Context: an optimization exercise on an open-source flow, tuned for small area, a short achievable clock period and few clock cycles per item. The choices shown serve that exercise and are no tape-out recipe. The RTL was checked by simulation tests, not by an equivalence proof against the original design.

== job 103 ==
// tilt_deadband_display_mapper_unit
module tilt_deadband_display_mapper_unit (
  input  logic                             clk,
  input  logic                             rst,
  input  logic                             sample_valid,
  output logic                             sample_ready,
  input  logic signed [tddm_pkg::IN_W-1:0] sample_accel_x,
  input  logic signed [tddm_pkg::IN_W-1:0] sample_accel_y,
  input  logic signed [tddm_pkg::IN_W-1:0] sample_accel_z,
  input  logic signed [tddm_pkg::IN_W-1:0] sample_gyro_x,
  input  logic signed [tddm_pkg::IN_W-1:0] sample_gyro_y,
  input  logic signed [tddm_pkg::IN_W-1:0] sample_gyro_z,
  output logic                             result_valid,
  input  logic                             result_ready,
  output logic                             result_update,
  output logic [tddm_pkg::COL_W-1:0]       result_bar_end_x,
  output logic [tddm_pkg::COL_W-1:0]       result_bar_end_y,
  output logic [tddm_pkg::COL_W-1:0]       result_bar_end_z,
  output logic [tddm_pkg::COL_W-1:0]       result_roll_marker_col,
  output logic [tddm_pkg::ROW_W-1:0]       result_pitch_marker_row,
  output logic signed [tddm_pkg::ROLL_W-1:0]  result_roll_angle,
  output logic signed [tddm_pkg::PITCH_W-1:0] result_pitch_angle,
  input  logic                             psel,
  input  logic                             penable,
  input  logic                             pwrite,
  input  logic [tddm_pkg::PADDR_W-1:0]     paddr,
  input  logic [tddm_pkg::PDATA_W-1:0]     pwdata,
  output logic [tddm_pkg::PDATA_W-1:0]     prdata,
  output logic                             pready
);
Size in the first run: roughly 3,500 flip-flops, about 240 I/O pins.
clock: 11.0 ns
lec_check: 0
abc_area: 1
cap_margin: 20
core_margin: 2
core_utilization: 40
setup_slack_margin: 5
slew_margin: 20
run.sh (not shown) runs the stock make flow with config.mk's settings and CLKGATE_MAP_FILE= SYNTH_SCRIPT=/design/flow/synth_recipe.tcl, a recipe that flattens the netlist after the stock synthesis.
Testbench counts of job 103, summed over its fixed seeds: cycles 2,120, items 1,920.
What job 101 does differently from job 103 at the input level:
--- a/flow/design.v
+++ b/flow/design.v
@@ -140,20 +140,27 @@
   logic out_update;
   logic [6:0] out_bar_x, out_bar_y, out_bar_z, out_col;
   logic [5:0] out_row;
   logic signed [14:0] out_roll;
   logic signed [13:0] out_pitch;
   logic upd;
   logic v_m, mp_upd;
   logic signed [23:0] mp_bx, mp_by, mp_bz;
   logic signed [25:0] mp_col;
   logic signed [24:0] mp_row;
+  logic signed [23:0] pr_bx, pr_by, pr_bz;
+  logic signed [25:0] pr_col;
+  logic signed [24:0] pr_row;
+  logic signed [8:0] mh_bx, mh_by, mh_bz;
+  logic signed [11:0] mh_col;
+  logic signed [10:0] mh_row;
+  logic mz_bx, mz_by, mz_bz, mz_col, mz_row;
   logic signed [14:0] mp_roll;
   logic signed [13:0] mp_pitch;
   logic [0:0] rspec_1;
   logic [1:0] rspc_2;
   logic signed [16:0] rx17_3;
   logic signed [16:0] ry17_4;
   logic [1:0] rzc_5;
   logic signed [33:0] rx_6;
   logic signed [33:0] ry_7;
   logic [0:0] rd0_8;
@@ -855,20 +862,29 @@
   endfunction
   function automatic logic [6:0] map_pos(input logic signed [25:0] p, input int sh,
                                          input int ctr, input int lo, input int hi);
     logic signed [25:0] q, vv;
     q = (p + ((p < 0) ? ((26'sd1 <<< sh) - 26'sd1) : 26'sd0)) >>> sh;
     vv = 26'(ctr) + q;
     if (vv < 26'(lo)) vv = 26'(lo);
     else if (vv > 26'(hi)) vv = 26'(hi);
     map_pos = vv[6:0];
   endfunction
+  function automatic logic [6:0] map_hq(input logic signed [11:0] h, input logic nz,
+                                        input int ctr, input int lo, input int hi);
+    logic signed [13:0] q, vv;
+    q = 14'(h) + (((h < 0) && nz) ? 14'sd1 : 14'sd0);
+    vv = 14'(ctr) + q;
+    if (vv < 14'(lo)) vv = 14'(lo);
+    else if (vv > 14'(hi)) vv = 14'(hi);
+    map_hq = vv[6:0];
+  endfunction
   assign pready = 1'b1;
   assign adv = !res_valid || result_ready;
   assign sample_ready = adv;
   always_comb begin
     case (paddr[4:2])
       3'd0: prdata = 32'(gyro_deadband);
       3'd1: prdata = 32'(tilt_deadband);
       3'd2: prdata = 32'(roll_gain);
       3'd3: prdata = 32'(pitch_gain);
       3'd4: prdata = 32'(bar_half_width);
@@ -1270,21 +1286,22 @@
           3'd1: tilt_deadband  <= pwdata[13:0];
           3'd2: roll_gain      <= pwdata[9:0];
           3'd3: pitch_gain     <= pwdata[9:0];
           3'd4: bar_half_width <= pwdata[6:0];
           default: ;
         endcase
       end
       if (adv) begin
         v         <= {v[21:0], sample_valid};
         v_d       <= v[22];
-        res_valid <= v_d;
+        v_m       <= v_d;
+        res_valid <= v_m;
         if (v[22] && upd) begin
           prev_gyro_x <= gx_q22;
           prev_gyro_y <= gy_q22;
           prev_gyro_z <= gz_q22;
           prev_roll   <= rnew_q22;
           prev_pitch  <= pnew_359;
         end
       end
     end
   end
@@ -1629,37 +1646,47 @@
       gy_q22 <= gy_q21;
       gz_q22 <= gz_q21;
       pspec_q22 <= pspec_q21;
       pspc_q22 <= pspc_q21;
       rnew_q22 <= rnew_q21;
       pd14_q22 <= pd14_345;
       pd15_q22 <= pd15_350;
       pzacc_q22 <= pzacc_355;
       upd_d      <= upd;
       mp_upd     <= upd_d;
-      mp_bx      <= 24'($signed(prev_gyro_x) * $signed({1'b0, bar_half_width}));
-      mp_by      <= 24'($signed(prev_gyro_y) * $signed({1'b0, bar_half_width}));
-      mp_bz      <= 24'($signed(prev_gyro_z) * $signed({1'b0, bar_half_width}));
-      mp_col     <= 26'($signed(prev_roll) * $signed({1'b0, roll_gain}));
-      mp_row     <= 25'($signed(prev_pitch) * $signed({1'b0, pitch_gain}));
+      mh_bx      <= pr_bx[23:15];
+      mh_by      <= pr_by[23:15];
+      mh_bz      <= pr_bz[23:15];
+      mh_col     <= pr_col[25:14];
+      mh_row     <= pr_row[24:14];
+      mz_bx      <= |pr_bx[14:0];
+      mz_by      <= |pr_by[14:0];
+      mz_bz      <= |pr_bz[14:0];
+      mz_col     <= |pr_col[13:0];
+      mz_row     <= |pr_row[13:0];
       mp_roll    <= prev_roll;
       mp_pitch   <= prev_pitch;
+      out_update <= mp_upd;
+      out_bar_x  <= map_hq(12'(mh_bx), mz_bx, 64, 0, 127);
+      out_bar_y  <= map_hq(12'(mh_by), mz_by, 64, 0, 127);
+      out_bar_z  <= map_hq(12'(mh_bz), mz_bz, 64, 0, 127);
+      out_col    <= map_hq(mh_col, mz_col, 64, 0, 127);
+      out_row    <= 6'(map_hq(12'(mh_row), mz_row, 55, 43, 63));
+      out_roll   <= mp_roll;
+      out_pitch  <= mp_pitch;
     end
   end
-  assign out_update = mp_upd;
-  assign out_bar_x  = map_pos(26'(mp_bx), 15, 64, 0, 127);
-  assign out_bar_y  = map_pos(26'(mp_by), 15, 64, 0, 127);
-  assign out_bar_z  = map_pos(26'(mp_bz), 15, 64, 0, 127);
-  assign out_col    = map_pos(mp_col, 14, 64, 0, 127);
-  assign out_row    = 6'(map_pos(26'(mp_row), 14, 55, 43, 63));
-  assign out_roll   = mp_roll;
-  assign out_pitch  = mp_pitch;
+  assign pr_bx  = 24'($signed(prev_gyro_x) * $signed({1'b0, bar_half_width}));
+  assign pr_by  = 24'($signed(prev_gyro_y) * $signed({1'b0, bar_half_width}));
+  assign pr_bz  = 24'($signed(prev_gyro_z) * $signed({1'b0, bar_half_width}));
+  assign pr_col = 26'($signed(prev_roll) * $signed({1'b0, roll_gain}));
+  assign pr_row = 25'($signed(prev_pitch) * $signed({1'b0, pitch_gain}));
   assign result_valid            = res_valid;
   assign result_update           = out_update;
   assign result_bar_end_x        = out_bar_x;
   assign result_bar_end_y        = out_bar_y;
   assign result_bar_end_z        = out_bar_z;
   assign result_roll_marker_col  = out_col;
   assign result_pitch_marker_row = out_row;
   assign result_roll_angle       = out_roll;
   assign result_pitch_angle      = out_pitch;
 endmodule
Job 101 -> job 103: number of hold violations in the final report delta 0, exact match. Of job 101 and job 103, it is job 101 that has the lower worst-case reg-to-reg path depth. Diff job 103 and job 101: share of the final layout cell area in sequential cells higher in job 101. Job 101 ended up with met5 as its highest metal layer with signal wires; job 103 ended up with met4. There was hardly any difference in area of the core between job 101 and job 103. [compare] base=job 103 new=job 101: final non-filler cell area shows a reduction of 0.61%; clock latency of the later-clocked register in the worst-skew pair decreased by 30 ps relative to the old numbers; wire length on met2 grew by about 2.6%. There was hardly any difference in height of the chip between job 103 and job 101. Job 103 reports its capturing element of the worst setup path as result_pitch_marker_row[2] while job 101 reports prdata[15].
Testbench counts of job 101, summed over its fixed seeds: cycles 2,128, items 1,920.

## port drivers added, routing unchanged
How much do the figures lean on ideal ports? The routed layouts below were timed once more, with nothing changed but the port constraints. Step 1, drivers: a clkbuf_16 drives clk and a buf_2 each remaining input, both assumed. Step 2 moves the port delays by t, midway between the first and last clock arrival at a register: inputs arrive t later, outputs are due t later. That takes back most of the time a late clock gives input paths. Three values: ideal, step 1, step 2; two values: the first two.
run | shift t [ns] | setup slack, ns | worst setup path after step 2
job 103 | 1.141 | 4.473 / 4.325 / 4.175 | input to register
job 101 | 1.127 | 5.025 / 5.001 / 4.305 | input to register
After both steps setup and hold are still met in every run listed. For job 101, which loses most, drivers alone change the setup slack by -0.024 ns; drivers and shift together by -0.720 ns.
